This design comes from an exercise in tuning for small area, a short achievable clock period and few clock cycles per item on the open sky130 flow, not from production work.
Where RTL was checked, it was by simulation tests only, not by an equivalence proof against the original.
No functional check of the RTL was part of runs 2 and 3.
Power is estimated from default activity; no workload was simulated.

**design/flow/design.v**
```verilog
`default_nettype none
package isaPkg;
	localparam int DATA_W = 16;
	localparam int REG_ADDR_W = 5;
	localparam int OPCODE_W = 7;
	typedef enum logic [OPCODE_W-1:0] {
		OP_ADD = 7'd1,
		OP_SUB = 7'd2,
		OP_AND = 7'd3,
		OP_OR  = 7'd4,
		OP_XOR = 7'd5,
		OP_SHL = 7'd6,
		OP_SHR = 7'd7,
		OP_MOV = 7'd8
	} opcode_e;
	typedef logic [DATA_W-1:0] data_t;
	typedef logic [REG_ADDR_W-1:0] regAddr_t;
	typedef struct packed {
		logic overflow;
		logic underflow;
	} status_t;
endpackage
`default_nettype wire
`default_nettype none
package busPkg;
	localparam int BUNDLE_W = 90;
	localparam int COMMIT_W = 48;
	localparam int SLOT_W = 46;
	typedef struct packed {
		logic isWb;
		logic [7-1:0] opcode;
		logic [4:0] wbAddr;
		logic [15:0] pOperand;
		logic [15:0] sOperand;
	} laneOp_t;
	typedef struct packed {
		laneOp_t laneA;
		laneOp_t laneB;
	} bundle_t;
	typedef struct packed {
		logic [1:0] code;
		logic [4:0] wbAddr;
		logic [15:0] wbData;
	} slotHalf_t;
	typedef struct packed {
		slotHalf_t laneA;
		slotHalf_t laneB;
	} slot_t;
	typedef struct packed {
		logic wbValid;
		logic [4:0] wbAddr;
		logic [15:0] wbData;
		logic [1:0] status;
	} commitHalf_t;
	typedef struct packed {
		commitHalf_t laneA;
		commitHalf_t laneB;
	} commit_t;
endpackage
`default_nettype wire
`default_nettype none
module creditFifo #(
	parameter int DEPTH = 4,
	parameter int WIDTH = 1
) (
	input wire logic clock_i,
	input wire logic reset_i,
	input wire logic push_i,
	input wire logic [WIDTH-1:0] item_i,
	input wire logic pop_i,
	output logic [WIDTH-1:0] item_o
);
	localparam int PTR_W = (DEPTH > 1) ? $clog2(DEPTH) : 1;
	logic [WIDTH-1:0] mem [DEPTH];
	logic [PTR_W-1:0] wrPtr;
	logic [DEPTH-1:0] rdHot;
	always_ff @(posedge clock_i)
	begin
		if (push_i)
		begin
			mem[wrPtr] <= item_i;
		end
	end
	always_comb
	begin
		item_o = '0;
		for (int k = 0; k < DEPTH; k++)
		begin
			item_o = item_o | (mem[k] & {WIDTH{rdHot[k]}});
		end
	end
	always_ff @(posedge clock_i)
	begin
		if (reset_i)
		begin
			wrPtr <= '0;
			rdHot <= DEPTH'(1);
		end
		else
		begin
			if (push_i)
			begin
				wrPtr <= (wrPtr == PTR_W'(DEPTH - 1)) ? '0 : wrPtr + 1'b1;
			end
			if (pop_i)
			begin
				rdHot <= {rdHot[DEPTH-2:0], rdHot[DEPTH-1]};
			end
		end
	end
endmodule
`default_nettype wire
`default_nettype none
module arithLane (
	input wire busPkg::laneOp_t op_i,
	input wire logic kill_i,
	output logic wbValid_o,
	output busPkg::slotHalf_t half_o
);
	logic [15:0] p;
	logic [15:0] s;
	logic isAdd, isSub, isAnd, isOr, isXor, isShl, isShr, isMov;
	logic legalOp;
	logic keep;
	logic [15:0] sx;
	logic [16:0] sumWide;
	logic [15:0] shOut;
	logic [15:0] shRev;
	assign p = op_i.pOperand;
	assign s = op_i.sOperand;
	assign isAdd = op_i.opcode == 7'd1;
	assign isSub = op_i.opcode == 7'd2;
	assign isAnd = op_i.opcode == 7'd3;
	assign isOr = op_i.opcode == 7'd4;
	assign isXor = op_i.opcode == 7'd5;
	assign isShl = op_i.opcode == 7'd6;
	assign isShr = op_i.opcode == 7'd7;
	assign isMov = op_i.opcode == 7'd8;
	assign legalOp = (op_i.opcode != 7'd0) && (op_i.opcode <= 7'd8);
	assign wbValid_o = op_i.isWb && legalOp;
	assign keep = wbValid_o && !kill_i;
	assign sx = op_i.opcode[1] ? ~s : s;
	always_comb
	begin
		logic [16:0] g;
		logic [16:0] t;
		g = {p & sx & {16{!op_i.opcode[2]}}, op_i.opcode[1] & !op_i.opcode[2]};
		t = {p ^ sx, 1'b0};
		for (int l = 0; l < 5; l++)
		begin
			for (int i = 16; i >= 0; i--)
			begin
				if (((i >> l) & 1) == 1)
				begin
					g[i] = g[i] | (t[i] & g[((i >> l) << l) - 1]);
					t[i] = t[i] & t[((i >> l) << l) - 1];
				end
			end
		end
		sumWide = {g[16], p ^ sx ^ g[15:0]};
	end
	always_comb
	begin
		logic [15:0] r;
		for (int i = 0; i < 16; i++)
		begin
			r[i] = op_i.opcode[0] ? p[i] : p[15-i];
		end
		r = s[3] ? {8'd0, r[15:8]} : r;
		r = s[2] ? {4'd0, r[15:4]} : r;
		r = s[1] ? {2'd0, r[15:2]} : r;
		r = s[0] ? {1'd0, r[15:1]} : r;
		shOut = r;
		for (int i = 0; i < 16; i++)
		begin
			shRev[i] = r[15-i];
		end
	end
	assign half_o.wbAddr = keep ? op_i.wbAddr : 5'd0;
	assign half_o.wbData = ({16{keep && (isAdd || isSub || isXor)}} & sumWide[15:0])
		| ({16{keep && isAnd}} & (p & s))
		| ({16{keep && isOr}} & (p | s))
		| ({16{keep && isMov}} & s)
		| ({16{keep && isShl}} & shRev)
		| ({16{keep && isShr}} & shOut);
	assign half_o.code[1] = keep && (isAdd || isSub) && (sumWide[16] ^ op_i.opcode[1]);
	assign half_o.code[0] = keep && !(isAdd && sumWide[16]);
endmodule
`default_nettype wire
`default_nettype none
module commitMerge (
	input wire busPkg::bundle_t bundle_i,
	output busPkg::slot_t slot_o
);
	logic wbA;
	logic wbB;
	logic sameDest;
	assign sameDest = wbA && wbB && (bundle_i.laneA.wbAddr == bundle_i.laneB.wbAddr);
	arithLane laneA (
		.op_i(bundle_i.laneA),
		.kill_i(sameDest),
		.wbValid_o(wbA),
		.half_o(slot_o.laneA)
	);
	arithLane laneB (
		.op_i(bundle_i.laneB),
		.kill_i(1'b0),
		.wbValid_o(wbB),
		.half_o(slot_o.laneB)
	);
endmodule
`default_nettype wire
`default_nettype none
module vliwExecCore #(
	parameter int BUNDLE_DEPTH = 4,
	parameter int COMMIT_CREDITS = 2
) (
	input wire logic clock_i,
	input wire logic reset_i,
	input wire logic bundleValid_i,
	input wire busPkg::bundle_t bundle_i,
	output wire logic bundleCredit_o,
	input wire logic commitCredit_i,
	output wire logic commitValid_o,
	output wire busPkg::commit_t commit_o
);
	localparam int CNT_W = $clog2(BUNDLE_DEPTH + 1);
	localparam int CREDIT_W = $clog2(COMMIT_CREDITS + 1);
	busPkg::slot_t newSlot;
	busPkg::slot_t headSlot;
	logic [CNT_W-1:0] count;
	logic [CNT_W-1:0] countNext;
	logic [CREDIT_W-1:0] credits;
	logic [CREDIT_W-1:0] creditsAvail;
	logic commitValid;
	logic commitNext;
	logic bundleCredit;
	commitMerge merger (
		.bundle_i(bundle_i),
		.slot_o(newSlot)
	);
	creditFifo #(
		.DEPTH(BUNDLE_DEPTH),
		.WIDTH(busPkg::SLOT_W)
	) recordQueue (
		.clock_i(clock_i),
		.reset_i(reset_i),
		.push_i(bundleValid_i),
		.item_i(newSlot),
		.pop_i(commitValid),
		.item_o(headSlot)
	);
	assign countNext = count - CNT_W'(commitValid) + CNT_W'(bundleValid_i);
	assign creditsAvail = credits + CREDIT_W'(commitCredit_i);
	assign commitNext = (creditsAvail != '0) && (countNext != '0);
	always_ff @(posedge clock_i)
	begin
		if (reset_i)
		begin
			count <= '0;
			credits <= CREDIT_W'(COMMIT_CREDITS);
			commitValid <= 1'b0;
			bundleCredit <= 1'b0;
		end
		else
		begin
			count <= countNext;
			credits <= creditsAvail - CREDIT_W'(commitNext);
			commitValid <= commitNext;
			bundleCredit <= commitNext;
		end
	end
	assign commitValid_o = commitValid;
	assign bundleCredit_o = bundleCredit;
	assign commit_o.laneA.wbValid = |headSlot.laneA.code;
	assign commit_o.laneA.wbAddr = headSlot.laneA.wbAddr;
	assign commit_o.laneA.wbData = headSlot.laneA.wbData;
	assign commit_o.laneA.status = {headSlot.laneA.code[1] & ~headSlot.laneA.code[0],
		headSlot.laneA.code[1] & headSlot.laneA.code[0]};
	assign commit_o.laneB.wbValid = |headSlot.laneB.code;
	assign commit_o.laneB.wbAddr = headSlot.laneB.wbAddr;
	assign commit_o.laneB.wbData = headSlot.laneB.wbData;
	assign commit_o.laneB.status = {headSlot.laneB.code[1] & ~headSlot.laneB.code[0],
		headSlot.laneB.code[1] & headSlot.laneB.code[0]};
endmodule
`default_nettype wire
```
**design/flow/constraint.sdc**
```tcl
create_clock -name core_clock -period 4.0 [get_ports {clock_i}]
set_input_delay 0.8000 -clock core_clock [delete_from_list [all_inputs] [get_ports {clock_i}]]
set_output_delay 0.8000 -clock core_clock [all_outputs]
set_load 0.01 [all_outputs]
```
**design/flow/standard.sh**
```bash
#!/bin/bash
# synth_recipe.tcl (not shown) runs the flow's synth.tcl, then flattens the netlist and writes it again
# the make line also repeats each setting of config.mk as NAME=value (left out here)
make -C /OpenROAD-flow-scripts/flow DESIGN_CONFIG=/design/flow/config.mk WORK_HOME=/design/flow/orfs CLKGATE_MAP_FILE= SYNTH_SCRIPT=/design/flow/synth_recipe.tcl "${@:-finish}"
```
**design/flow/flow/run.sh**
```bash
#!/bin/bash
# Standard ORFS layout (the standard.sh, synthesis unchanged), with plain
# buffers on the ports instead of the default delay-cell buffers, plus the
# settings in flow/extra.env. Each tool's full output goes to its own log
# here; ORFS's per-step logs are under orfs/logs/.
set -euo pipefail
export BUFFER_PORTS_ARGS="-buffer_cell sky130_fd_sc_hd__buf_1"
if [[ -f flow/extra.env ]]; then
  set -a
  source flow/extra.env
  set +a
fi
bash standard.sh synth > synth.log 2>&1
bash standard.sh finish > layout.log 2>&1
```
**design/flow/config.mk**
```make
export PLATFORM = sky130hd
export DESIGN_NAME = vliwExecCore
export DESIGN_NICKNAME = vliwExecCore
export VERILOG_FILES = /design/flow/design.v
export SDC_FILE = /design/flow/constraint.sdc
export NUM_CORES = 4
export LEC_CHECK = 0
export CAP_MARGIN = 20
export CORE_MARGIN = 2
export CORE_UTILIZATION = 40
export CTS_BUF_LIST = sky130_fd_sc_hd__clkbuf_4 sky130_fd_sc_hd__clkbuf_8
export SETUP_SLACK_MARGIN = 0.8
export SLEW_MARGIN = 20
```
==> impl_metrics.ini, run 1 <==
[run_status]
outcome = timing/DRC/antenna clean

[synth]
synth_nets = 1251
synth_top_cell_area_share_pct = 45.7
netlist_area_sq_um = 12100
synthAdderAreaFrac_pct = 5.34
seq_area_frac_synth_pct = 47.7
avgSynthCellArea_sq_um = 10.9
synth_ff_type = edfxtp_1
async_flop_share_pct = 0
synth_compound_area_share_pct = 18.6
synth_xor_area_share_pct = 4.42
synth_warnings = 3
synth_edf_count = 184
ys_ff_latch = 196
ys_types = 69
synth_mux_area_share_pct = 8.68
yosys-top-cells-area = edfxtp_1, a22oi_1, ha_1
yosys.area_share.simple_pct = 11.6
synth_top_area_cell = edfxtp_1
synth_top_family_by_area = compound AO/OA/AOI/OAI gates
syn_inst = 1106

[worst_setup_path]
cp.required_ns = 4.18
start_kind = input port
ff2ff_path_depth = 11
path_max_fanout = 5
crit_type = input port to register
crit_arrival_ns = 3.41
end_kind = register

[drt]
drt_iter0_drc = 1030
antenna_left = 0
drt_first_pass_iters = 6
drc_errors = 0
num_vias = 9825
wirelength_mm = 35.9
viasPerCell = 5.91
avgRoutedWirePerCell_microns = 21.6

[sta]
period_share_pct = 80.8
finalSetupViolCount = 0
timing.final.max_slew_violations = 0
skew_ns = 0.0162
worst_pin_slew_ns = 0.906
relSlewSlack_pct = 39.6
report.final.hold_viol_count = 0
max_freq_mhz = 310
fin_crit_ns = 3.23
rsz0062_at_grt = true
timing.setup.tns_ns = 0

[min_path]
hp-class = register to register
min_path_cells = 2

[finish]
fin_nets = 1404
final_core_util_pct = 47.6
final_layout_size_suffix_gt1_share_pct = 16.3
area_growth_pct = 17.1
layout_common_cells = edfxtp_1, buf_1, nand2_1
layout_commonest_cell = edfxtp_1

[place]
place.gp.congestion = 0.953
detailed_place_hpwl_mm = 25.1
portBuffers = 143

[clock_tree]
cts.clk_slew.worst_paths_ns = 0.11
cts_buffer_depth = 2
cts_tree = yes
insertion_delay_ns = 0.46
cts_made_buffers = 17
clk_root_buffer_cell = clkbuf_8
htreeDepth = 4
cts.sinks = 196

[global_route]
antenna_found_initial = 1
grt_overflow = 0
grtUsageTotal_pct = 22.1
grt_pass1_vias = 9082
grt_max_degree = 47
grt_pass1_wl_mm = 53.2

[die]
ios = 144
die_area_sq_um = 31600
core_sq_um = 29700
die_h_microns = 178
fp.dieW_microns = 178
num_rows = 63
start_util_pct = 40.7

[pwr]
vdd_drop_max_mv = 0.191
p_per_area_nw_per_um2 = 387
p_leak_nw = 5.08

[flow_run]
cap_violations = 0
kinds of logic after synthesis:
group | Yosys count
buffers and inverters | 108
adder cells (fa/ha/maj) | 51
AND/OR/NAND/NOR | 306
flip-flops | 196
multiplexers | 75
AO/OA/AOI/OAI | 309
XOR/XNOR | 61
cell usage after synthesis, types with 3 or more instances:
cell      number
nand2_1      137
nor4_1         4
ha_1          50
a22oi_1       96
o221ai_1       9
inv_1         30
xnor2_1       12
nand4_1        3
mux4_2        22
a211oi_1       6
o32ai_1        5
a21o_1        18
a31oi_1        6
o21a_1         3
nor3_1        24
buf_1         12
and2_1        17
dfxtp_1       12
nand3_1        8
xor2_1        49
or3_1          6
mux2i_1       35
a21oi_1       45
nand2b_1      10
o21ai_0       32
clkbuf_1      48
edfxtp_1     184
nor2b_1        9
buf_2         15
o211ai_1      11
a22o_1         9
a221o_1        3
o22ai_1        9
and3_1         8
a222oi_1      15
a221oi_1      13
nor2_1        67
o311ai_0       4
o31a_1         4
mux2_2        18
power breakdown:
part           leakage, nW  switching (mW)  internal [mW]
sequential            1.67           0.132           2.36
combinational         3.21            1.05          0.692
clock                0.197           0.732          0.522
flip-flops by register name, summed over array words and instances (netlist names):
signal             flops
recordQueue.mem      184
recordQueue.rdHot      4
count                  3
credits                2
recordQueue.wrPtr      2
bundleCredit           1
through the flow:
step	setup slack (ns)	cell area, sq um	hold WS, ns	cells	power [mW]
after floorplan	0.288	12300	0.481	1106	3.61
after detailed placement	0.111	13300	0.510	1610	4.20
after global placement	0.199	13300	0.495	1610	4.19
after global routing	0.672	14100	0.594	1662	5.78
after CTS	0.790	13900	0.541	1649	5.47
final	0.769	14100	0.537	1663	5.48
critical path: stages:
cell and delay (ns):
buf_12 0.11, buf_12 0.14, buf_12 0.13, xor2_1 0.16, ha_1 0.34, nand2_1 0.10, or3_4 0.40, a31oi_4 0.20
o2111ai_2 0.20, nand2_1 0.10, a22o_1 0.17, ha_4 0.21, a22oi_2 0.19, o311ai_4 0.14
cell type report:
class / count / area, sq um
clock buffers: 17 / 234
repair buffers: 210 / 1200
inverters: 32 / 120
well taps: 390 / 488
clock inverters: 15 / 161
multi-input cells: 802 / 6170
diodes: 1 / 2.50
fillers: 2765 / 15600
flip-flops and latches: 196 / 5770
path summary, 6_finish.rpt:
check	startpoint	endpoint	slack, ns
max	bundle_i[38]	recordQueue.mem[1][15]	0.77
min	count[2]	count[2]	0.54
max reg2reg	bundleCredit	credits[1]	1.49
min reg2reg	count[2]	count[2]	0.54
routing by layer:
layer  share of wire (%)  global-route usage [%]
met1                  45                    32.5
met2                  45                    33.1
met3                 7.3                    3.53
met4                 2.6                    7.62
met5                   0                       0
what timing repair did:
action	in CTS	in global routing
cloned	2	2
buffers inserted	5	11
pin swaps	16	32
setup endpoints to repair	33	57
hold buffers	0	0
resized for setup	11	31
Testbench counts, summed over its fixed seeds: cycles 4,247, items 3,200.
==> run 2, diff against run 1 <==
--- a/design/flow/design.v
+++ b/design/flow/design.v
@@ -139,7 +139,8 @@
 	assign legalOp = (op_i.opcode != 7'd0) && (op_i.opcode <= 7'd8);
 	assign wbValid_o = op_i.isWb && legalOp;
 	assign keep = wbValid_o && !kill_i;
-	assign sx = op_i.opcode[1] ? ~s : s;
+	assign sx[7:0] = op_i.opcode[1] ? ~s[7:0] : s[7:0];
+	assign sx[15:8] = op_i.opcode[0] ? s[15:8] : ~s[15:8];
 	always_comb
 	begin
 		logic [16:0] g;
==> run 2 against run 1 <==
- clock power decreased by 3%
- die area about the same
- flip-flop and latch count unchanged
- non-clock buffer count grew 7
- register-to-register slack gained 0.02 ns
- power is 0.85% lower
- cell area is 0.15% higher
- final cell count up 0.36%
- critical endpoint is now recordQueue.mem[0][15]
- highest routed layer unchanged
==> impl_metrics.ini, run 2 <==
[pwr]
power_mw = 5.43
p_per_area_nw_per_um2 = 384
vdd_drop_max_mv = 0.238
p_leak_nw = 5.05

[clock_tree]
cts_tree = yes
postCtsHoldBufs = 0
cts_made_buffers = 17
clk_root_buffer_cell = clkbuf_8
cts_buffer_depth = 2
cts.clk_slew.worst_paths_ns = 0.10
htreeDepth = 4
cts.sinks = 196
insertion_delay_ns = 0.44

[finish]
final_core_util_pct = 47.7
diodes = 0
final_layout_size_suffix_gt1_share_pct = 17.3
layout_commonest_cell = edfxtp_1
layout_common_cells = edfxtp_1, buf_1, nand2_1
reg_top3 = recordQueue.mem x184, recordQueue.rdHot x4, count x3
area_growth_pct = 17.3
fin_nets = 1411
top_register = recordQueue.mem
largest_register_ffs = 184
design_area_sq_um = 14200
finalNonFillerCells = 1669

[global_route]
grtUsageTotal_pct = 22.5
grt_overflow = 0
grt_max_degree = 37
antenna_found_initial = 0
grt_pass1_vias = 9414
grt_pass1_wl_mm = 54.1

[sta]
fin_crit_ns = 3.19
max_freq_mhz = 314
finalSetupViolCount = 0
period_share_pct = 79.7
fin_ws_ns = 0.813
relSlewSlack_pct = 41.7
timing.setup.tns_ns = 0
timing.hold.ws_ns = 0.534
timing.final.max_slew_violations = 0
rsz0062_at_grt = true
skew_ns = 0.00812
report.final.hold_viol_count = 0
worst_pin_slew_ns = 0.862

[place]
portBuffers = 143
dp_slack_ns = 0.145
place.gp.congestion = 0.978
detailed_place_hpwl_mm = 26.3
place_area_sq_um = 13400
dp_cells = 1619

[synth]
synth_warnings = 3
syn_inst = 1106
async_flop_share_pct = 0
yosysMostFrequentCell = edfxtp_1
seq_area_frac_synth_pct = 47.7
synth_top_area_cell = edfxtp_1
synth_edf_count = 184
synth_ff_type = edfxtp_1
synth_top_cell_area_share_pct = 45.7
netlist_area_sq_um = 12100
avgSynthCellArea_sq_um = 10.9
yosys-top-cells-area = edfxtp_1, a22oi_1, ha_1
synth_nets = 1251
ys_ff_latch = 196
ys_types = 70
yosys-top-cells-count = edfxtp_1, nand2_1, a22oi_1

[drt]
num_vias = 9868
drc_errors = 0
antenna_left = 0
viasPerCell = 5.91
drt_iter0_drc = 827
wirelength_mm = 35.9
drt_first_pass_iters = 5
avgRoutedWirePerCell_microns = 21.5

[worst_setup_path]
crit_arrival_ns = 3.36
cp.required_ns = 4.18
critPathSlowestCell = or3_4
r2r_slack_ns = 1.51
crit_top_cell = buf_12
crit_chain = buf_12 > buf_12 > xor2_1 > ha_1 > a21oi_2 > o21a_1 > or3_4 > a31oi_4 > o2111ai_2 > nand2_1 > a22o_1 > ha_4 > a22oi_2 > o311ai_4
ff2ff_path_depth = 11
slowest_delay_ns = 0.34
start_kind = input port
crit_type = input port to register
end_kind = register
path_max_fanout = 5

[min_path]
hp-class = register to register
min_path_cells = 2

[die]
ios = 144
core_sq_um = 29700
fp.dieW_microns = 178
start_util_pct = 40.7
die_area_sq_um = 31600
die_h_microns = 178
num_rows = 63

[run_status]
outcome = timing/DRC/antenna clean

[flow_run]
cap_violations = 0
run 2: cell count changes in the layout (fill, tap and decap cells not counted), sizes merged, moves of 2 or more:
| cell | before | now |
|---|---|---|
| xnor2 | 12 | 28 |
| xor2 | 49 | 33 |
| buf | 204 | 212 |
| clkinv | 5 | 9 |
| inv | 39 | 35 |
| bufbuf | 2 | 0 |
run 2: timing repair:
item                       4_1_cts  5_1_grt
setup endpoints to repair       27       81
pin swaps                        9       43
buffers inserted                 8        8
gates cloned                     0        2
resized for setup                5       52
run 2: path summary, 6_finish.rpt:
| path | start | to |
|---|---|---|
| worst max register to register | bundleCredit | credits[1] |
| worst min register to register | count[2] | count[2] |
| worst min-delay path | count[2] | count[2] |
| worst max-delay path | bundle_i[38] | recordQueue.mem[0][15] |
run 2: critical path: cells and delay by family:
family	cells	cell delay (ns)
AOI/OAI and AO/OA	7	1.15
xor gates and xnor gates	1	0.15
adders and majority gates	2	0.55
buffers and inverters	2	0.25
and+or+nand+nor	2	0.44
run 2: kinds of logic (layout without fill, tap and decap cells):
group / after synthesis / count (layout) / synth area share, %
xor gates and xnor gates: 61 / 61 / 4.42
muxes: 75 / 75 / 8.68
AOI/OAI and AO/OA: 309 / 309 / 18.7
adders and majority gates: 51 / 51 / 5.34
and+or+nand+nor: 306 / 306 / 11.7
DFF: 196 / 196 / 47.7
buffers and inverters: 108 / 281 / 3.52
run 2: power breakdown:
| group | total (mW) | internal (mW) | switching (mW) |
|---|---|---|---|
| logic | 1.73 | 0.693 | 1.04 |
| clock network | 1.21 | 0.510 | 0.701 |
| registers | 2.49 | 2.36 | 0.135 |
run 2: layout make-up:
type	instances	area [sq um]
Inverter	32	120
Timing Repair Buffer	217	1210
Tap cell	390	488
Clock buffer	17	234
Clock inverter	15	149
Fill cell	2738	15500
Multi-Input combinational cell	802	6200
Sequential cell	196	5770
run 2: metal layers:
metal	up-vias	GRT usage (%)	share of wire, %
met2	374	35.4	46
met4	0	6.66	2.5
met3	62	3.06	5.8
met1	4838	32.3	46
li1	4594	-	-
met5	-	0	0
==> run 3, diff against run 2 <==
--- a/design/flow/config.mk
+++ b/design/flow/config.mk
@@ -9,5 +9,5 @@
 export CORE_MARGIN = 2
 export CORE_UTILIZATION = 40
 export CTS_BUF_LIST = sky130_fd_sc_hd__clkbuf_4 sky130_fd_sc_hd__clkbuf_8
-export SETUP_SLACK_MARGIN = 0.8
+export SETUP_SLACK_MARGIN = 1.0
 export SLEW_MARGIN = 20
==> run 3 against run 2 <==
- non-clock buffer count is 13 higher
- die area is the same
- highest routed layer unchanged
- wire length barely moved
- synthesized area is the same
- still clean
==> impl_metrics.ini, run 3 <==
[pwr]
p_leak_nw = 5.19
p_switching_mw = 1.86
power_mw = 5.58
p_per_area_nw_per_um2 = 384
switching_share_pct = 33.3
clkPwrFrac_pct = 23.2
vdd_drop_max_mv = 0.215
cell_internal_pwr_mw = 3.72
comb_power_share_pct = 31.7
seq_power_share_pct = 45.1

[worst_setup_path]
path_max_fanout = 4
crit_arrival_ns = 3.31
crit_type = input port to register
end_kind = register
start_kind = input port
r2r_slack_ns = 1.49
cp.required_ns = 4.17

[finish]
layout_common_cells = edfxtp_1, buf_1, nand2_1
top_register = recordQueue.mem
area_growth_pct = 20.1
reg_top3 = recordQueue.mem x184, recordQueue.rdHot x4, count x3
layout_commonest_cell = edfxtp_1
fin_nets = 1424
largest_register_ffs = 184
final_layout_size_suffix_gt1_share_pct = 20.4
final_core_util_pct = 48.8
diodes = 0
design_area_sq_um = 14500

[drt]
drc_errors = 0
drt_iter0_drc = 1114
viasPerCell = 5.95
antenna_left = 0
wirelength_mm = 35.9
drt_first_pass_iters = 7
num_vias = 10000
avgRoutedWirePerCell_microns = 21.3

[sta]
max_freq_mhz = 318
worst_pin_slew_ns = 0.803
rsz0062_at_grt = true
fin_ws_ns = 0.859
skew_ns = 0.0157
finalSetupViolCount = 0
period_share_pct = 78.5
timing.final.max_slew_violations = 0
report.final.hold_viol_count = 0
timing.setup.tns_ns = 0
relSlewSlack_pct = 45.6
fin_crit_ns = 3.14

[die]
num_rows = 63
fp.dieW_microns = 178
ios = 144
core_sq_um = 29700
die_area_sq_um = 31600
die_h_microns = 178
start_util_pct = 40.7

[place]
place_area_sq_um = 13500
detailed_place_hpwl_mm = 25.3
dp_slack_ns = 0.136
portBuffers = 143
place.gp.congestion = 0.971

[clock_tree]
cts.clk_slew.worst_paths_ns = 0.09
cts_tree = yes
insertion_delay_ns = 0.46
cts.sinks = 196
cts_made_buffers = 17
clk_root_buffer_cell = clkbuf_8
htreeDepth = 4
cts_buffer_depth = 2

[synth]
yosysMostFrequentCell = edfxtp_1
avgSynthCellArea_sq_um = 10.9
ys_ff_latch = 196
synth_top_area_cell = edfxtp_1
async_flop_share_pct = 0
synth_edf_count = 184
synth_top_cell_area_share_pct = 45.7
synth_nets = 1251
syn_inst = 1106
netlist_area_sq_um = 12100
seq_area_frac_synth_pct = 47.7
yosys-top-cells-area = edfxtp_1, a22oi_1, ha_1
yosys-top-cells-count = edfxtp_1, nand2_1, a22oi_1
synth_warnings = 3
synth_ff_type = edfxtp_1
ys_types = 70

[run_status]
outcome = timing/DRC/antenna clean

[global_route]
grt_max_degree = 38
antenna_found_initial = 0
grt_pass1_vias = 9440
grt_pass1_wl_mm = 54.1
grt_overflow = 0
grtUsageTotal_pct = 22.6

[min_path]
hp-class = register to register

[flow_run]
cap_violations = 0
-- run 3: cell types whose count changed in the layout (fill, tap and decap cells not counted), sizes merged --
cell | previous run | this run
buf | 212 | 227
inv | 35 | 32
bufinv | 1 | 3
bufbuf | 0 | 1
clkbuf | 22 | 21
clkinvlp | 2 | 1
-- run 3: area by class of cell --
type / instances / area [sq um]
fillers: 2763 / 15200
multi-input cells: 802 / 6370
flip-flops and latches: 196 / 5780
repair buffers: 230 / 1350
well taps: 390 / 488
clock buffers: 19 / 249
clock inverters: 13 / 156
inverters: 32 / 120
-- run 3: routing by layer --
layer	vias up	GRT usage (%)	part of all wire, %
met5	-	0	0
met2	437	34.9	45
li1	4619	-	-
met3	71	3.21	7.0
met1	4876	32.3	45
met4	0	8.13	3.0
-- run 3: stage by stage --
step,instances,hold slack [ns]
3_3_place_gp,1619,0.514
6_report,1682,0.537
3_5_place_dp,1619,0.523
4_1_cts,1667,0.542
2_1_floorplan,1106,0.481
5_1_grt,1682,0.570
-- run 3: path summary, 6_finish.rpt --
check / depth (start not counted) / start / to
setup / recovery: 14 / bundle_i[83] / recordQueue.mem[1][38]
hold / removal: 2 / count[2] / count[2]
setup reg to reg: 11 / bundleCredit / credits[1]
hold reg to reg: 2 / count[2] / count[2]
-- run 3: kinds of logic (layout without fill, tap and decap cells) --
kind of cell	count (synthesis)	in the layout	synth area share (%)
mux	75	75	8.68
flops	196	196	47.7
buf+inv	108	294	3.52
fa+ha+maj	51	51	5.34
compound gates	309	309	18.7
simple gates	306	306	11.7
xor+xnor	61	61	4.42
-- run 3: critical path, stage by stage --
cell and delay [ns]:
buf_8 0.11, xor2_1 0.16, ha_1 0.33, ha_4 0.15, inv_2 0.04, a211oi_2 0.26
o211ai_1 0.16, a21oi_2 0.20, a41oi_2 0.14, o21ai_1 0.16, a22o_1 0.18, ha_4 0.20
a221oi_2 0.23, o211ai_1 0.19
-- run 3: what timing repair did --
action,CTS,global route
setup endpoints to repair,114,92
pin swaps,26,32
cloned,2,0
hold buffers,0,0
buffers inserted,14,15
gates resized for setup,47,44
-- run 3: power by group through the flow --
stage	Sequential, mW	Clock, mW	Combinational, mW
floorplan	2.44	0	1.19
global placement	2.56	0	1.65
detailed placement	2.57	0	1.66
CTS	2.52	1.32	1.73
global route	2.54	1.40	1.95
finish	2.52	1.29	1.77
==> run 4, diff against run 3 <==
--- a/design/flow/design.v
+++ b/design/flow/design.v
@@ -139,8 +139,7 @@
 	assign legalOp = (op_i.opcode != 7'd0) && (op_i.opcode <= 7'd8);
 	assign wbValid_o = op_i.isWb && legalOp;
 	assign keep = wbValid_o && !kill_i;
-	assign sx[7:0] = op_i.opcode[1] ? ~s[7:0] : s[7:0];
-	assign sx[15:8] = op_i.opcode[0] ? s[15:8] : ~s[15:8];
+	assign sx = op_i.opcode[1] ? ~s : s;
 	always_comb
 	begin
 		logic [16:0] g;
==> design/flow/config.mk (replaced) <==
export PLATFORM = sky130hd
export DESIGN_NAME = vliwExecCore
export DESIGN_NICKNAME = vliwExecCore
export VERILOG_FILES = /design/flow/design.v
export SDC_FILE = /design/flow/constraint.sdc
export NUM_CORES = 4
export LEC_CHECK = 0
export CAP_MARGIN = 20
export CORE_MARGIN = 2
export CORE_UTILIZATION = 50
export CTS_BUF_LIST = sky130_fd_sc_hd__clkbuf_4 sky130_fd_sc_hd__clkbuf_8 sky130_fd_sc_hd__clkbuf_16
export SETUP_SLACK_MARGIN = 0.6
export SLEW_MARGIN = 20
==> run 4 against run 3 <==
- cell area fell by 3.1%
- still clean on timing, DRC and antenna
- final cell count is 5.4% lower
- wire length is 4.6% lower
==> impl_metrics.ini, run 4 <==
[run_status]
outcome = timing/DRC/antenna clean

[drt]
drt_iter0_drc = 987
drt_first_pass_iters = 8
avgRoutedWirePerCell_microns = 21.5
viasPerCell = 6.21
antenna_left = 0
num_vias = 9875
drc_errors = 0
wirelength_mm = 34.2

[place]
dp_slack_ns = 0.149
place.gp.congestion = 0.940
portBuffers = 143
detailed_place_hpwl_mm = 24.3

[worst_setup_path]
path_max_fanout = 5
end_kind = register
slowest_delay_ns = 0.29
start_kind = input port
cp.required_ns = 4.10
critPathSlowestCell = ha_1
critPathBufInv = 3
crit_type = input port to register
crit_chain = buf_12 > buf_12 > xor2_2 > ha_1 > ha_2 > inv_2 > a211oi_2 > o211ai_1 > a21oi_2 > a41oi_2 > o21ai_1 > a22o_1 > ha_1 > a221oi_2 > o211ai_1
cpLargestDelayFamily = compound AO/OA/AOI/OAI gates
crit_arrival_ns = 3.54

[synth]
synth_ff_type = edfxtp_1
syn_inst = 1106
ys_ff_latch = 196
synth_warnings = 3
synth_nets = 1251
synth_edf_count = 184
ys_types = 69
netlist_area_sq_um = 12100
yosys-top-cells-area = edfxtp_1, a22oi_1, ha_1
async_flop_share_pct = 0
seq_area_frac_synth_pct = 47.7
yosys-top-cells-count = edfxtp_1, nand2_1, a22oi_1
yosysMostFrequentCell = edfxtp_1
avgSynthCellArea_sq_um = 10.9
synth_top_area_cell = edfxtp_1
synth_top_cell_area_share_pct = 45.7

[die]
num_rows = 56
ios = 144
die_area_sq_um = 25400
die_h_microns = 159
fp.dieW_microns = 159
start_util_pct = 51.2
core_sq_um = 23600

[min_path]
hp-class = register to register

[finish]
layout_common_cells = edfxtp_1, buf_1, nand2_1
area_growth_pct = 16.4
final_core_util_pct = 59.6
diodes = 0
top_register = recordQueue.mem
layout_commonest_cell = edfxtp_1
reg_top3 = recordQueue.mem x184, recordQueue.rdHot x4, count x3
fin_nets = 1404
final_layout_size_suffix_gt1_share_pct = 15.3
largest_register_ffs = 184

[pwr]
comb_power_share_pct = 29.3
vdd_drop_max_mv = 0.270
clkPwrFrac_pct = 27.3
p_switching_mw = 1.89
p_per_area_nw_per_um2 = 408
p_leak_nw = 5.12
switching_share_pct = 32.9
cell_internal_pwr_mw = 3.85
seq_power_share_pct = 43.4

[clock_tree]
cts_made_buffers = 17
postCtsHoldBufs = 0
cts_buffer_depth = 2
cts.sinks = 196
cts.clk_slew.worst_paths_ns = 0.07
htreeDepth = 4
insertion_delay_ns = 0.42
cts_tree = yes
clk_root_buffer_cell = clkbuf_16

[global_route]
antenna_found_initial = 0
grt_pass1_wl_mm = 52.6
grtUsageTotal_pct = 26.3
grt_max_degree = 38
grt_overflow = 0
grt_pass1_vias = 9300

[sta]
fin_crit_ns = 3.44
max_freq_mhz = 291
worst_pin_slew_ns = 0.768
skew_ns = 0.0123
report.final.hold_viol_count = 0
rsz0062_at_grt = true
period_share_pct = 85.9
timing.setup.tns_ns = 0
relSlewSlack_pct = 48.8
fin_ws_ns = 0.565
timing.final.max_slew_violations = 0
finalSetupViolCount = 0

[flow_run]
cap_violations = 0
==> run 4: path summary, 6_finish.rpt <==
check | start | end | slack [ns] | cells past startpoint
setup / recovery | bundle_i[83] | recordQueue.mem[2][38] | 0.56 | 15
hold / removal | count[2] | count[2] | 0.54 | 2
setup reg to reg | bundleCredit | credits[1] | 1.52 | 11
hold reg to reg | count[2] | count[2] | 0.54 | 2
==> run 4: final cells by class <==
| class | instances | area, sq um |
|---|---|---|
| inverters | 32 | 120 |
| multi-input cells | 802 | 6060 |
| fillers | 2086 | 9550 |
| repair buffers | 210 | 1160 |
| flip-flops and latches | 196 | 5770 |
| well taps | 319 | 399 |
| clock buffers | 18 | 433 |
| clock inverters | 14 | 114 |
==> run 4: tightest hold or removal path: cells and delay by family, from the launching register on <==
kind,cells,cell delay [ns]
flops,1,0.33
xor+xnor,1,0.09
simple gates,1,0.09
==> run 4: per-stage QoR <==
stage                     instances  area [sq um]  power [mW]  hold slack [ns]
after global placement         1546         13200        4.16            0.507
after CTS                      1579         13800        5.73            0.545
after detailed placement       1546         13200        4.17            0.523
final                          1591         14100        5.73            0.541
after floorplan                1106         12300        3.60            0.481
after global routing           1591         14100        6.03            0.578
==> run 4: per-layer routing <==
metal	GRT usage, %	vias to the layer above	share of wire, %
met1	38.8	4783	45
li1	-	4577	-
met4	6.03	0	1.9
met5	0	-	0
met2	42.1	471	46
met3	2.97	44	7.0
==> run 4: power by group through the flow <==
stage          logic, mW  clock network (mW)  registers (mW)
2_1_floorplan       1.16                   0            2.44
3_3_place_gp        1.63                   0            2.53
3_5_place_dp        1.64                   0            2.54
4_1_cts             1.65                1.59            2.49
5_1_grt             1.86                1.67            2.50
6_report            1.68                1.57            2.49
==> run 4: cell families (layout without fill, tap and decap cells) <==
kind of cell,Yosys count,after routing,share of synthesized area [%]
AO/OA/AOI/OAI,309,309,18.6
XOR/XNOR,61,61,4.42
adder cells (fa/ha/maj),51,51,5.34
buffers and inverters,108,274,3.54
flip-flops,196,196,47.7
multiplexers,75,75,8.68
AND/OR/NAND/NOR,306,306,11.6
==> run 4: what timing repair did <==
action,4_1_cts,5_1_grt
resized for setup,0,31
setup buffers,1,8
pin swaps,4,18
cloned,0,4
setup endpoints to repair,4,61
Testbench counts of run 4, summed over its fixed seeds: cycles 4,247, items 3,200.
==> run 5, diff against run 4 <==
--- a/design/flow/design.v
+++ b/design/flow/design.v
@@ -139,7 +139,8 @@
 	assign legalOp = (op_i.opcode != 7'd0) && (op_i.opcode <= 7'd8);
 	assign wbValid_o = op_i.isWb && legalOp;
 	assign keep = wbValid_o && !kill_i;
-	assign sx = op_i.opcode[1] ? ~s : s;
+	assign sx[7:0] = op_i.opcode[1] ? ~s[7:0] : s[7:0];
+	assign sx[15:8] = op_i.opcode[0] ? s[15:8] : ~s[15:8];
 	always_comb
 	begin
 		logic [16:0] g;
@@ -148,12 +149,16 @@
 		t = {p ^ sx, 1'b0};
 		for (int l = 0; l < 5; l++)
 		begin
-			for (int i = 16; i >= 0; i--)
+			logic [16:0] gPrev;
+			logic [16:0] tPrev;
+			gPrev = g;
+			tPrev = t;
+			for (int i = 0; i < 17; i++)
 			begin
-				if (((i >> l) & 1) == 1)
+				if (i >= (1 << l))
 				begin
-					g[i] = g[i] | (t[i] & g[((i >> l) << l) - 1]);
-					t[i] = t[i] & t[((i >> l) << l) - 1];
+					g[i] = gPrev[i] | (tPrev[i] & gPrev[i - (1 << l)]);
+					t[i] = tPrev[i] & tPrev[i - (1 << l)];
 				end
 			end
 		end
==> design/flow/config.mk (replaced) <==
export PLATFORM = sky130hd
export DESIGN_NAME = vliwExecCore
export DESIGN_NICKNAME = vliwExecCore
export VERILOG_FILES = /design/flow/design.v
export SDC_FILE = /design/flow/constraint.sdc
export NUM_CORES = 4
export LEC_CHECK = 0
export CAP_MARGIN = 20
export CORE_MARGIN = 2
export CORE_UTILIZATION = 40
export CTS_BUF_LIST = sky130_fd_sc_hd__clkbuf_4 sky130_fd_sc_hd__clkbuf_8
export SETUP_SLACK_MARGIN = 1.0
export SLEW_MARGIN = 20
==> run 5 against run 4 <==
- still clean on timing, DRC and antenna
- worst setup slack gained 0.47 ns
- hold slack lost 0.0085 ns
- cell area grew 2.5%
- non-clock buffer count shrank 14
- core utilization shrank 13 points
- maximum frequency grew 16%
- register-to-register slack is essentially flat
- global-route usage shrank 4.0 points
- synthesized cell count grew 4.9%
- synthesized area grew 3.8%
- largest cell class unchanged
- largest power group unchanged
==> impl_metrics.ini, run 5 <==
[die]
fp.dieW_microns = 181
die_area_sq_um = 32800
ios = 144
core_sq_um = 30700
num_rows = 64
start_util_pct = 40.8
die_h_microns = 181

[global_route]
grtUsageTotal_pct = 22.3
grt_max_degree = 37
antenna_found_initial = 0
grt_pass1_vias = 9793
grt_overflow = 0
grt_pass1_wl_mm = 57.3

[finish]
finalNonFillerCells = 1709
multi_input_area_sq_um = 6650
design_area_sq_um = 14400
area_growth_pct = 15.0
regArea_sq_um = 5780
top_register = recordQueue.mem
reg_top3 = recordQueue.mem x184, recordQueue.rdHot x4, count x3
fin_nets = 1439
diodes = 0
layout_commonest_cell = edfxtp_1
layout_common_cells = edfxtp_1, buf_1, nand2_1
fillers = 2883
largest_register_ffs = 184
final_layout_size_suffix_gt1_share_pct = 14.9

[sta]
period_share_pct = 74.2
skew_ns = 0.0172
fin_crit_ns = 2.97
report.final.hold_viol_count = 0
timing.setup.tns_ns = 0
worst_pin_slew_ns = 0.883
rsz0062_at_grt = false
max_freq_mhz = 337
timing.final.max_slew_violations = 0
timing.hold.ws_ns = 0.533
relSlewSlack_pct = 40.2
finalSetupViolCount = 0

[synth]
async_flop_share_pct = 0
synth_top_area_cell = edfxtp_1
synth_edf_count = 184
yosys-top-cells-count = edfxtp_1, nand2_1, a22oi_1
seq_area_frac_synth_pct = 46.0
yosysMostFrequentCell = edfxtp_1
ys_types = 74
synth_warnings = 3
syn_inst = 1160
ys_ff_latch = 196
avgSynthCellArea_sq_um = 10.8
netlist_area_sq_um = 12500
synth_nets = 1299
yosys-top-cells-area = edfxtp_1, a22oi_1, mux4_2
synth_ff_type = edfxtp_1
synth_top_cell_area_share_pct = 44.1

[clock_tree]
cts_buffer_depth = 2
htreeDepth = 4
cts_tree = yes
cts.sinks = 196
cts_made_buffers = 17
cts.clk_slew.worst_paths_ns = 0.11
clk_root_buffer_cell = clkbuf_8
postCtsHoldBufs = 0
insertion_delay_ns = 0.45

[worst_setup_path]
start_kind = input port
critPathBufInv = 1
cp-startpoint = bundle_i[82]
end_kind = register
crit_arrival_ns = 3.16
crit_type = input port to register
ff2ff_path_depth = 11
cp.required_ns = 4.19
critPathSlowestCell = a2111oi_4
r2r_slack_ns = 1.52
path_max_fanout = 15
r2r-end = credits[1]
cpLargestDelayFamily = compound AO/OA/AOI/OAI gates
r2r_start = bundleCredit
crit_chain = buf_4 > xnor2_2 > ha_1 > nor2b_4 > and3b_2 > a2111oi_4 > o31ai_4 > a21bo_2 > mux2i_1 > a221o_1
slowest_delay_ns = 0.37

[min_path]
hold_start = count[2]
worstHoldEndpoint = count[2]
min_path_cells = 2
hp-class = register to register

[place]
portBuffers = 143
place.gp.congestion = 0.945
dp_cells = 1666
detailed_place_hpwl_mm = 26.7
place_area_sq_um = 13700

[drt]
antenna_left = 0
drt_iter0_drc = 1050
drt_first_pass_iters = 7
avgRoutedWirePerCell_microns = 21.7
wirelength_mm = 37.1
viasPerCell = 6.05
num_vias = 10300
drc_errors = 0

[pwr]
p_per_area_nw_per_um2 = 385
p_leak_nw = 5.04
power_mw = 5.55
vdd_drop_max_mv = 0.191

[run_status]
outcome = timing/DRC/antenna clean

[flow_run]
cap_violations = 0
## run 5: per-layer routing
metal	part of all wire, %	global-route usage [%]	up-vias
met5	0	0	-
met4	1.7	5.46	0
met3	6.6	3.65	49
met2	45	35.0	452
met1	46	32.3	5056
li1	-	-	4781
## run 5: cells by family (layout without fill, tap and decap cells)
kind of cell    after synthesis  count (layout)  synth area share, %
flops                       196             196                 46.0
xor+xnor                     68              68                 4.75
compound gates              343             343                 19.3
mux                          84              84                 9.47
simple gates                324             324                 12.4
buf+inv                     100             253                 3.52
fa+ha+maj                    45              45                 4.55
## run 5: final cells by class
class | instances | share of cell area [%]
Sequential cell | 196 | 40.1
Clock inverter | 15 | 1.09
Inverter | 25 | 0.651
Multi-Input combinational cell | 864 | 46.1
Timing Repair Buffer | 196 | 6.99
Tap cell | 396 | 3.44
Clock buffer | 17 | 1.62
## run 5: worst max path at each step
stage,end,slack [ns],cells after the start
after floorplan,recordQueue.mem[0][36],0.52,13
after global placement,recordQueue.mem[3][33],0.43,7
after detailed placement,recordQueue.mem[2][36],0.36,11
after CTS,recordQueue.mem[3][34],0.98,9
after global routing,recordQueue.mem[2][13],0.98,12
final,recordQueue.mem[3][36],1.03,10
## run 5: worst reg2reg max path, cell delays in order (launching register included)
cell	delay (ns)
dfxtp_1	0.57
ha_1	0.30
inv_1	0.05
ha_1	0.13
inv_1	0.05
fa_1	0.37
xor2_1	0.16
xnor2_1	0.20
a31oi_1	0.13
ha_1	0.22
xnor2_1	0.15
nand2b_1	0.06
## run 5: power by group
part | switching (mW) | internal, mW
combinational | 1.11 | 0.721
sequential | 0.155 | 2.36
clock | 0.733 | 0.471
total | 2.00 | 3.55
## run 5: through the flow
step | util [%] | worst slack, ns
2_1_floorplan | - | 0.525
3_3_place_gp | 44.6 | 0.430
3_5_place_dp | 44.6 | 0.358
4_1_cts | 46.0 | 0.983
5_1_grt | 46.9 | 0.976
6_report | 46.9 | 1.03
## run 5: what timing repair did
| item | 4_1_cts | 5_1_grt |
|---|---|---|
| gates resized for setup | 10 | 38 |
| endpoints found under the setup margin | 52 | 127 |
| buffers inserted | 0 | 11 |
| hold endpoints to repair | 0 | 0 |
| pin swaps | 2 | 18 |
Testbench counts of run 5, summed over its fixed seeds: cycles 4,247, items 3,200.
==> run 6, diff against run 5 <==
--- a/design/flow/config.mk
+++ b/design/flow/config.mk
@@ -9,5 +9,5 @@
 export CORE_MARGIN = 2
 export CORE_UTILIZATION = 40
 export CTS_BUF_LIST = sky130_fd_sc_hd__clkbuf_4 sky130_fd_sc_hd__clkbuf_8
-export SETUP_SLACK_MARGIN = 1.0
+export SETUP_SLACK_MARGIN = 1.4
 export SLEW_MARGIN = 20
==> run 6 against run 5 <==
- maximum frequency is 5.5% higher
- sequential power down 3%
- core utilization grew 6.3 points
- cell area grew 13%
- largest cell class unchanged
- synthesized cell count stayed put
- highest routed layer unchanged
==> impl_metrics.ini, run 6 <==
[global_route]
grt_overflow = 0
grtUsageTotal_pct = 23.1
grt_max_degree = 38
grt_pass1_vias = 10200
grt_pass1_wl_mm = 59.2
antenna_found_initial = 0

[drt]
avgRoutedWirePerCell_microns = 22.3
drt_iter0_drc = 1166
num_vias = 11000
drt_first_pass_iters = 8
drc_errors = 0
viasPerCell = 6.15
antenna_left = 0
wirelength_mm = 40.0

[synth]
seq_area_frac_synth_pct = 46.0
ys_types = 74
synthAdderAreaFrac_pct = 4.55
avgSynthCellArea_sq_um = 10.8
async_flop_share_pct = 0
syn_inst = 1160
synth_top_family_by_area = compound AO/OA/AOI/OAI gates
synth_top_cell_area_share_pct = 44.1
yosys-top-cells-area = edfxtp_1, a22oi_1, mux4_2
yosys.area_share.simple_pct = 12.4
netlist_area_sq_um = 12500
synth_warnings = 3
ys_ff_latch = 196
synth_edf_count = 184
synth_xor_area_share_pct = 4.75
synth_top_area_cell = edfxtp_1
yosysMostFrequentCell = edfxtp_1
synth_mux_area_share_pct = 9.47
synth_nets = 1299
yosys-top-cells-count = edfxtp_1, nand2_1, a22oi_1
synth_ff_type = edfxtp_1
synth_compound_area_share_pct = 19.3

[place]
dp_slack_ns = 0.242
portBuffers = 143
place.gp.congestion = 0.999
place_area_sq_um = 13900
detailed_place_hpwl_mm = 26.9
dp_cells = 1673

[finish]
finalNonFillerCells = 1793
reg_top3 = recordQueue.mem x184, recordQueue.rdHot x4, count x3
final_core_util_pct = 53.2
final_layout_size_suffix_gt1_share_pct = 29.5
area_growth_pct = 30.4
fin_nets = 1523
diodes = 0
layout_common_cells = edfxtp_1, buf_1, nand2_1
top_register = recordQueue.mem
design_area_sq_um = 16400
largest_register_ffs = 184
layout_commonest_cell = edfxtp_1

[clock_tree]
postCtsHoldBufs = 0
cts.sinks = 196
clk_root_buffer_cell = clkbuf_8
cts_buffer_depth = 2
insertion_delay_ns = 0.47
cts.clk_slew.worst_paths_ns = 0.11
cts_made_buffers = 17
cts_tree = yes
htreeDepth = 4

[sta]
worst_pin_slew_ns = 0.709
fin_ws_ns = 1.19
timing.hold.ws_ns = 0.531
fin_crit_ns = 2.81
period_share_pct = 70.3
max_freq_mhz = 356
skew_ns = 0.0142
finalSetupViolCount = 0
rsz0062_at_grt = true
timing.final.max_slew_violations = 0
relSlewSlack_pct = 52.3
timing.setup.tns_ns = 0
report.final.hold_viol_count = 0

[flow_run]
cap_violations = 0

[min_path]
hp-class = register to register

[run_status]
outcome = timing/DRC/antenna clean

[die]
die_area_sq_um = 32800
die_h_microns = 181
ios = 144
start_util_pct = 40.8
num_rows = 64
fp.dieW_microns = 181
core_sq_um = 30700

[pwr]
power_mw = 6.07
p_leak_nw = 5.81
p_per_area_nw_per_um2 = 371
vdd_drop_max_mv = 0.237

[worst_setup_path]
cp.required_ns = 4.22
path_max_fanout = 9
crit_arrival_ns = 3.03
crit_type = input port to register
end_kind = register
start_kind = input port
-- run 6: cell count changes in the layout (fill, tap and decap cells not counted), moves of 8 or more --
cell      change
a21oi_2       +9
a21oi_1      -13
buf_6        +23
ha_1         -10
clkbuf_2     +10
nand3_1       -8
buf_1        -20
buf_4        +47
xor2_1        -8
buf_8        +12
-- run 6: layout make-up --
cell class | instances | area, sq um
fillers | 2720 | 14400
well taps | 396 | 495
clock inverters | 15 | 225
clock buffers | 17 | 234
flip-flops and latches | 196 | 5780
repair buffers | 278 | 1890
inverters | 25 | 97.6
multi-input cells | 866 | 7630
-- run 6: what timing repair did --
action | 4_1_cts | 5_1_grt
cloned | 1 | 4
resized for setup | 109 | 147
buffers inserted | 44 | 39
setup endpoints to repair | 212 | 170
pin swaps | 52 | 68
-- run 6: final timing paths --
kind	start	endpoint	slack (ns)	cells past startpoint
min reg2reg	count[2]	count[2]	0.53	2
max	bundle_i[75]	recordQueue.mem[0][38]	1.19	9
max reg2reg	bundleCredit	credits[1]	1.68	11
min	count[2]	count[2]	0.53	2
-- run 6: critical path, cell delays in order --
cell       delay (ns)
buf_1            0.28
mux4_2           0.54
mux2_2           0.29
nor2_1           0.09
nor2_1           0.07
a221oi_2         0.46
a2bb2oi_2        0.22
o211ai_1         0.11
buf_4            0.16
-- run 6: logic make-up (layout without fill, tap and decap cells) --
logic type,after synthesis,count (layout)
AOI/OAI and AO/OA,343,343
buffers and inverters,100,335
DFF,196,196
and+or+nand+nor,324,326
xor gates and xnor gates,68,68
muxes,84,84
adders and majority gates,45,45
-- run 6: where the power goes --
part,switching (mW),total (mW),internal [mW]
Combinational,1.34,2.29,0.944
Clock,0.787,1.34,0.557
Sequential,0.0814,2.44,2.36
-- run 6: layer usage --
| layer | track usage [%] | wire (microns) | up-vias |
|---|---|---|---|
| met5 | 0 | 0 | - |
| met4 | 6.99 | 1170 | 0 |
| met3 | 3.75 | 3080 | 107 |
| met2 | 36.1 | 18400 | 556 |
| met1 | 33.2 | 17400 | 5404 |
| li1 | - | - | 4958 |
==> run 7, diff against run 6 <==
--- a/design/flow/config.mk
+++ b/design/flow/config.mk
@@ -9,5 +9,5 @@
 export CORE_MARGIN = 2
 export CORE_UTILIZATION = 40
 export CTS_BUF_LIST = sky130_fd_sc_hd__clkbuf_4 sky130_fd_sc_hd__clkbuf_8
-export SETUP_SLACK_MARGIN = 1.4
+export SETUP_SLACK_MARGIN = 0.8
 export SLEW_MARGIN = 20
==> run 7 against run 6 <==
- critical path depth fell by 1
- wire length fell by 6.7%
- sequential share of layout area up 5.6 points
- register-to-register slack worse by 0.17 ns
- power decreased by 9.3%
- sequential power grew 3%
- worst setup slack lost 0.29 ns
- synthesized area stayed put
- maximum frequency shrank 9.5%
- largest cell class unchanged
==> impl_metrics.ini, run 7 <==
[run_status]
outcome = timing/DRC/antenna clean

[sta]
skew_ns = 0.0161
timing.final.max_slew_violations = 0
rsz0062_at_grt = true
timing.setup.tns_ns = 0
relSlewSlack_pct = 44.1
max_freq_mhz = 322
timing.hold.ws_ns = 0.543
finalSetupViolCount = 0
fin_crit_ns = 3.11
worst_pin_slew_ns = 0.831
report.final.hold_viol_count = 0
fin_ws_ns = 0.894
period_share_pct = 77.7

[worst_setup_path]
crit_arrival_ns = 3.23
end_kind = register
critPathBufInv = 1
critPathSlowestCell = or4b_4
crit_chain = buf_1 > or4b_4 > nor3_1 > and3_1 > or4_1 > o2bb2ai_1 > a221oi_1 > o21ai_0
cpLargestDelayFamily = simple AND/OR/NAND/NOR gates
r2r_slack_ns = 1.51
slowest_delay_ns = 0.57
cp.required_ns = 4.12
path_max_fanout = 11
crit_type = input port to register
start_kind = input port

[synth]
async_flop_share_pct = 0
synth_nets = 1299
synth_top_area_cell = edfxtp_1
seq_area_frac_synth_pct = 46.0
synth_ff_type = edfxtp_1
yosys-top-cells-count = edfxtp_1, nand2_1, a22oi_1
syn_inst = 1160
synth_edf_count = 184
yosysMostFrequentCell = edfxtp_1
avgSynthCellArea_sq_um = 10.8
ys_types = 74
synth_top_cell_area_share_pct = 44.1
netlist_area_sq_um = 12500
ys_ff_latch = 196
yosys-top-cells-area = edfxtp_1, a22oi_1, mux4_2
synth_warnings = 3

[global_route]
grt_pass1_vias = 9794
top_usage_layer = met2
grt_pass1_wl_mm = 57.4
grt_use_met1_pct = 33.9
grt_max_degree = 38
antenna_found_initial = 0
grtUsageTotal_pct = 22.5
grt_overflow = 0
grt_use_met3_pct = 2.94
use_met2_pct = 34.4

[die]
fp.dieW_microns = 181
ios = 144
die_h_microns = 181
die_area_sq_um = 32800
num_rows = 64
start_util_pct = 40.8
core_sq_um = 30700

[place]
detailed_place_hpwl_mm = 27.2
place_area_sq_um = 13700
dp_slack_ns = 0.305
dp_cells = 1671
portBuffers = 143
place.gp.congestion = 0.918

[drt]
num_vias = 10400
drt_first_pass_iters = 7
wirelength_mm = 37.3
viasPerCell = 6.07
antenna_left = 0
drc_errors = 0
drt_iter0_drc = 1104
avgRoutedWirePerCell_microns = 21.9

[flow_run]
cap_violations = 0

[clock_tree]
cts_tree = yes
cts.clk_slew.worst_paths_ns = 0.11
postCtsHoldBufs = 0
cts.sinks = 196
htreeDepth = 4
cts_made_buffers = 17
insertion_delay_ns = 0.46
clk_root_buffer_cell = clkbuf_8
cts_buffer_depth = 2

[pwr]
switching_share_pct = 36.1
cell_internal_pwr_mw = 3.52
clkPwrFrac_pct = 22.1
p_switching_mw = 1.99
comb_power_share_pct = 32.2
vdd_drop_max_mv = 0.206
seq_power_share_pct = 45.7
p_per_area_nw_per_um2 = 390
p_leak_nw = 4.96
power_mw = 5.51

[finish]
layout_commonest_cell = edfxtp_1
layout_common_cells = edfxtp_1, buf_1, nand2_1
largest_register_ffs = 184
final_layout_size_suffix_gt1_share_pct = 12.7
top_register = recordQueue.mem
diodes = 0
finalNonFillerCells = 1705
fin_nets = 1435
design_area_sq_um = 14100
reg_top3 = recordQueue.mem x184, recordQueue.rdHot x4, count x3
final_core_util_pct = 45.9
area_growth_pct = 12.5

[min_path]
hp-class = register to register
-- run 7: cell counts after synthesis --
Identical to the previous run, type by type.
-- run 7: cell type report --
cell class	instances	area (sq um)
clock buffers	17	234
clock inverters	15	156
fillers	2925	16600
inverters	25	93.8
multi-input cells	864	6440
flip-flops and latches	196	5770
well taps	396	495
repair buffers	192	922
-- run 7: routing by layer --
metal,wire length (microns),part of all wire [%]
met1,17500,47
met2,16600,45
met3,2470,6.6
met4,722,1.9
met5,0,0
-- run 7: tightest hold or removal path: cells and delay by family, from the launching register on --
kind / cells / cell delay (ns)
XOR/XNOR: 1 / 0.09
flip-flops: 1 / 0.35
AND/OR/NAND/NOR: 1 / 0.08
-- run 7: cells by family after synthesis --
family,count (synthesis),share of synthesized area (%)
buffers and inverters,100,3.52
xor gates and xnor gates,68,4.75
AOI/OAI and AO/OA,343,19.3
and+or+nand+nor,324,12.4
DFF,196,46.0
adders and majority gates,45,4.55
muxes,84,9.47
-- run 7: power by group through the flow --
stage	clock (mW)	combinational, mW	sequential, mW
finish	1.21	1.77	2.52
global route	1.31	1.96	2.54
CTS	1.24	1.77	2.52
global placement	0	1.75	2.56
detailed placement	0	1.76	2.56
floorplan	0	1.26	2.44
-- run 7: path summary, 6_finish.rpt --
kind | from | endpoint | cells past startpoint
max | bundle_i[42] | recordQueue.mem[3][33] | 8
min | count[2] | count[2] | 2
max reg2reg | bundleCredit | credits[1] | 11
min reg2reg | count[2] | count[2] | 2
-- run 7: timing repair --
action                     4_1_cts  5_1_grt
setup endpoints to repair        7       48
pin swaps                        0        3
gates resized for setup          2        5
setup buffers                    0        2
==> run 8, diff against run 7 <==
--- a/design/flow/config.mk
+++ b/design/flow/config.mk
@@ -9,5 +9,5 @@
 export CORE_MARGIN = 2
 export CORE_UTILIZATION = 40
 export CTS_BUF_LIST = sky130_fd_sc_hd__clkbuf_4 sky130_fd_sc_hd__clkbuf_8
-export SETUP_SLACK_MARGIN = 0.8
+export SETUP_SLACK_MARGIN = 1.2
 export SLEW_MARGIN = 20
==> run 8 against run 7 <==
- still clean on timing, DRC and antenna
- critical path depth grew 2
- clock skew about the same
- combinational power is 12% higher
- global-route usage is 0.62 points higher
- maximum frequency rose by 9.6%
- final cell count up 1.8%
- non-clock buffer count grew 31
- wire length grew 4.7%
- largest cell class unchanged
==> impl_metrics.ini, run 8 <==
[global_route]
grt_pass1_wl_mm = 59.0
grt_pass1_vias = 9972
antenna_found_initial = 0
grt_overflow = 0
grtUsageTotal_pct = 23.1
grt_max_degree = 47

[drt]
avgRoutedWirePerCell_microns = 22.5
drt_iter0_drc = 1135
drc_errors = 0
drt_first_pass_iters = 6
wirelength_mm = 39.1
num_vias = 10600
viasPerCell = 6.10
antenna_left = 0

[finish]
design_area_sq_um = 15000
area_growth_pct = 19.3
layout_common_cells = edfxtp_1, buf_1, nand2_1
layout_commonest_cell = edfxtp_1
final_core_util_pct = 48.7
top_register = recordQueue.mem
final_layout_size_suffix_gt1_share_pct = 19.9
fin_nets = 1466
diodes = 0
reg_top3 = recordQueue.mem x184, recordQueue.rdHot x4, count x3
largest_register_ffs = 184

[sta]
skew_ns = 0.0157
finalSetupViolCount = 0
timing.final.max_slew_violations = 0
max_freq_mhz = 353
rsz0062_at_grt = true
worst_pin_slew_ns = 0.798
fin_crit_ns = 2.84
relSlewSlack_pct = 46.4
report.final.hold_viol_count = 0
period_share_pct = 70.9
timing.setup.tns_ns = 0

[worst_setup_path]
path_max_fanout = 8
end_kind = register
crit_arrival_ns = 3.00
cp.required_ns = 4.17
start_kind = input port
crit_type = input port to register
ff2ff_path_depth = 11

[clock_tree]
cts.clk_slew.worst_paths_ns = 0.09
insertion_delay_ns = 0.45
cts_made_buffers = 17
postCtsHoldBufs = 0
clk_root_buffer_cell = clkbuf_8
cts_tree = yes
cts.sinks = 196
htreeDepth = 4
cts_buffer_depth = 2

[synth]
synth_nets = 1299
syn_inst = 1160
synth_top_cell_area_share_pct = 44.1
synth_warnings = 3
ys_ff_latch = 196
async_flop_share_pct = 0
yosysMostFrequentCell = edfxtp_1
netlist_area_sq_um = 12500
avgSynthCellArea_sq_um = 10.8
synth_edf_count = 184
synth_ff_type = edfxtp_1
ys_types = 74
yosys-top-cells-area = edfxtp_1, a22oi_1, mux4_2
synth_top_area_cell = edfxtp_1
yosys-top-cells-count = edfxtp_1, nand2_1, a22oi_1
seq_area_frac_synth_pct = 46.0

[die]
fp.dieW_microns = 181
ios = 144
num_rows = 64
die_area_sq_um = 32800
die_h_microns = 181
start_util_pct = 40.8
core_sq_um = 30700

[flow_run]
cap_violations = 0

[place]
portBuffers = 143
place.gp.congestion = 0.966
detailed_place_hpwl_mm = 27.5
place_area_sq_um = 13800

[pwr]
p_leak_nw = 5.27
p_per_area_nw_per_um2 = 384
vdd_drop_max_mv = 0.206

[min_path]
hp-class = register to register
min_path_cells = 2

[run_status]
outcome = timing/DRC/antenna clean
run 8: critical path: stages:
cell	delay, ns
buf_12	0.12
xor2_1	0.15
ha_1	0.35
a21oi_2	0.22
nor3_2	0.08
a2111oi_4	0.32
o31ai_4	0.18
a21bo_2	0.28
mux2i_1	0.12
a221o_1	0.38
run 8: layout make-up:
class	count	area, sq um
Multi-Input combinational cell	864	6870
Fill cell	2878	15800
Timing Repair Buffer	223	1320
Clock inverter	14	168
Inverter	25	101
Tap cell	396	495
Clock buffer	17	234
Sequential cell	196	5780
run 8: routing by layer:
layer	vias up	wire, microns	GRT usage (%)
met2	527	17800	36.2
met3	83	3040	3.65
met4	0	897	5.46
li1	4844	-	-
met5	-	0	0
met1	5125	17400	33.6
run 8: path summary, 6_finish.rpt:
check	from	end	slack [ns]
max	bundle_i[83]	recordQueue.mem[2][36]	1.16
min	count[2]	count[2]	0.53
max reg2reg	bundleCredit	credits[1]	1.57
min reg2reg	count[2]	count[2]	0.53
run 8: repair_timing:
action / CTS / global route
endpoints found under the setup margin: 169 / 128
resized for setup: 49 / 64
cloned: 0 / 0
setup buffers: 18 / 18
pin swaps: 20 / 21
run 8: per-stage QoR:
step | hold WS, ns | power (mW) | worst slack [ns] | instances
2_1_floorplan | 0.481 | 3.73 | 0.525 | 1160
4_1_cts | 0.529 | 5.68 | 1.18 | 1717
3_5_place_dp | 0.506 | 4.37 | 0.197 | 1668
5_1_grt | 0.585 | 6.06 | 1.11 | 1735
3_3_place_gp | 0.497 | 4.36 | 0.321 | 1668
6_report | 0.529 | 5.75 | 1.16 | 1735
run 8: cell families after synthesis:
family	share of synthesized area, %
XOR/XNOR	4.75
AND/OR/NAND/NOR	12.4
flip-flops	46.0
AO/OA/AOI/OAI	19.3
adder cells (fa/ha/maj)	4.55
buffers and inverters	3.52
multiplexers	9.47
run 8: power by group:
part	switching, mW	internal [mW]
clock network	0.692	0.572
registers	0.138	2.36
logic	1.19	0.794
==> run 9, diff against run 8 <==
--- a/design/flow/config.mk
+++ b/design/flow/config.mk
@@ -9,5 +9,6 @@
 export CORE_MARGIN = 2
 export CORE_UTILIZATION = 40
 export CTS_BUF_LIST = sky130_fd_sc_hd__clkbuf_4 sky130_fd_sc_hd__clkbuf_8
+export GPL_ROUTABILITY_DRIVEN = 0
 export SETUP_SLACK_MARGIN = 1.2
 export SLEW_MARGIN = 20
==> run 9 against run 8 <==
- still clean on timing, DRC and antenna
- sequential power barely moved
- largest power group unchanged
- synthesized cell count unchanged
- sequential share of layout area decreased by 1.5 points
- critical endpoint is now recordQueue.mem[0][13]
- die area stayed put
==> impl_metrics.ini, run 9 <==
[run_status]
outcome = timing/DRC/antenna clean

[finish]
layout_commonest_cell = edfxtp_1
fin_nets = 1502
area_growth_pct = 24.2
fillers = 2778
top_register = recordQueue.mem
final_core_util_pct = 50.6
final_layout_size_suffix_gt1_share_pct = 23.8
finalNonFillerCells = 1772
design_area_sq_um = 15600
layout_common_cells = edfxtp_1, buf_1, nand2_1
diodes = 0
largest_register_ffs = 184
reg_top3 = recordQueue.mem x184, recordQueue.rdHot x4, count x3

[synth]
syn_inst = 1160
netlist_area_sq_um = 12500
async_flop_share_pct = 0
synth_warnings = 3
synth_edf_count = 184
yosysMostFrequentCell = edfxtp_1
yosys-top-cells-area = edfxtp_1, a22oi_1, mux4_2
synth_top_cell_area_share_pct = 44.1
avgSynthCellArea_sq_um = 10.8
synth_nets = 1299
seq_area_frac_synth_pct = 46.0
synth_ff_type = edfxtp_1
synth_top_area_cell = edfxtp_1
ys_types = 74
ys_ff_latch = 196
yosys-top-cells-count = edfxtp_1, nand2_1, a22oi_1

[min_path]
hp-class = register to register

[sta]
worst_pin_slew_ns = 0.769
rsz0062_at_grt = true
fin_ws_ns = 1.10
skew_ns = 0.0171
timing.hold.ws_ns = 0.541
period_share_pct = 72.5
finalSetupViolCount = 0
relSlewSlack_pct = 48.7
report.final.hold_viol_count = 0
timing.setup.tns_ns = 0
max_freq_mhz = 345
fin_crit_ns = 2.90
timing.final.max_slew_violations = 0

[pwr]
p_leak_nw = 5.52
power_mw = 5.81
vdd_drop_max_mv = 0.226
p_per_area_nw_per_um2 = 373

[die]
ios = 144
fp.dieW_microns = 181
start_util_pct = 40.8
die_area_sq_um = 32800
core_sq_um = 30700
die_h_microns = 181
num_rows = 64

[global_route]
grt_pass1_vias = 9964
grt_max_degree = 47
grt_overflow = 0
grt_pass1_wl_mm = 59.5
grtUsageTotal_pct = 23.3
antenna_found_initial = 0

[drt]
viasPerCell = 6.19
drt_iter0_drc = 1225
avgRoutedWirePerCell_microns = 22.7
num_vias = 11000
drt_first_pass_iters = 7
antenna_left = 0
wirelength_mm = 40.2
drc_errors = 0

[clock_tree]
cts.clk_slew.worst_paths_ns = 0.10
cts_buffer_depth = 2
cts_made_buffers = 17
insertion_delay_ns = 0.45
postCtsHoldBufs = 0
cts.sinks = 196
cts_tree = yes
htreeDepth = 4
clk_root_buffer_cell = clkbuf_8

[place]
dp_slack_ns = 0.369
dp_cells = 1669
detailed_place_hpwl_mm = 27.4
place_area_sq_um = 13800
portBuffers = 143

[worst_setup_path]
start_kind = input port
path_max_fanout = 5
crit_type = input port to register
end_kind = register
cp.required_ns = 4.19
crit_arrival_ns = 3.09

[flow_run]
cap_violations = 0
run 9: cell counts after synthesis:
No cell type changed its count.
run 9: power breakdown:
group          switching, mW  internal (mW)  total [mW]
Clock                  0.729          0.459        1.19
Combinational           1.27          0.870        2.14
Sequential             0.127           2.36        2.49
Total                   2.12           3.69        5.81
run 9: path summary, 6_finish.rpt:
kind	startpoint	endpoint	slack [ns]	cells after the start
setup / recovery	bundle_i[38]	recordQueue.mem[0][13]	1.10	13
hold / removal	count[2]	count[2]	0.54	2
setup reg to reg	bundleCredit	credits[1]	1.52	11
hold reg to reg	count[2]	count[2]	0.54	2
run 9: routing by layer:
layer / up-vias / wire length, microns / track usage, %
met5: - / 0 / 0
met4: 0 / 1040 / 5.46
met3: 77 / 3220 / 2.88
met2: 613 / 18200 / 36.3
met1: 5361 / 17700 / 34.6
li1: 4910 / - / -
run 9: worst max-delay path, cell delays in order:
cell and delay (ns):
buf_8 0.11, buf_12 0.14, buf_8 0.12, xor2_1 0.15, ha_1 0.32, buf_4 0.12, nand2_2 0.12, o21ai_0 0.24
nand2_1 0.13, o31ai_4 0.11, a31oi_2 0.15, xnor2_1 0.18, a221o_1 0.38
run 9: cell families after synthesis:
group           synth area share, %
compound gates                 19.3
simple gates                   12.4
flops                          46.0
buf+inv                        3.52
mux                            9.47
xor+xnor                       4.75
fa+ha+maj                      4.55
run 9: final cells by class:
type                    instances  area [sq um]  share of cell area (%)
inverters                      25          93.8                   0.603
repair buffers                259          1690                    10.9
clock inverters                15           141                   0.908
multi-input cells             864          7140                    45.8
well taps                     396           495                    3.18
flip-flops and latches        196          5780                    37.1
clock buffers                  17           234                    1.50
run 9: timing repair:
| action | in CTS | in global routing |
|---|---|---|
| gates cloned | 2 | 2 |
| pin swaps | 29 | 59 |
| resized for setup | 58 | 93 |
| setup buffers | 27 | 40 |
| endpoints found under the setup margin | 165 | 137 |

Check on run 9: ideal ports give 1.099 ns setup slack; a clkbuf_16 on the clock port and buf_2 on the inputs give 1.099 ns; moving port delays by the midpoint clock arrival (0.478 ns) as well gives 0.621 ns.
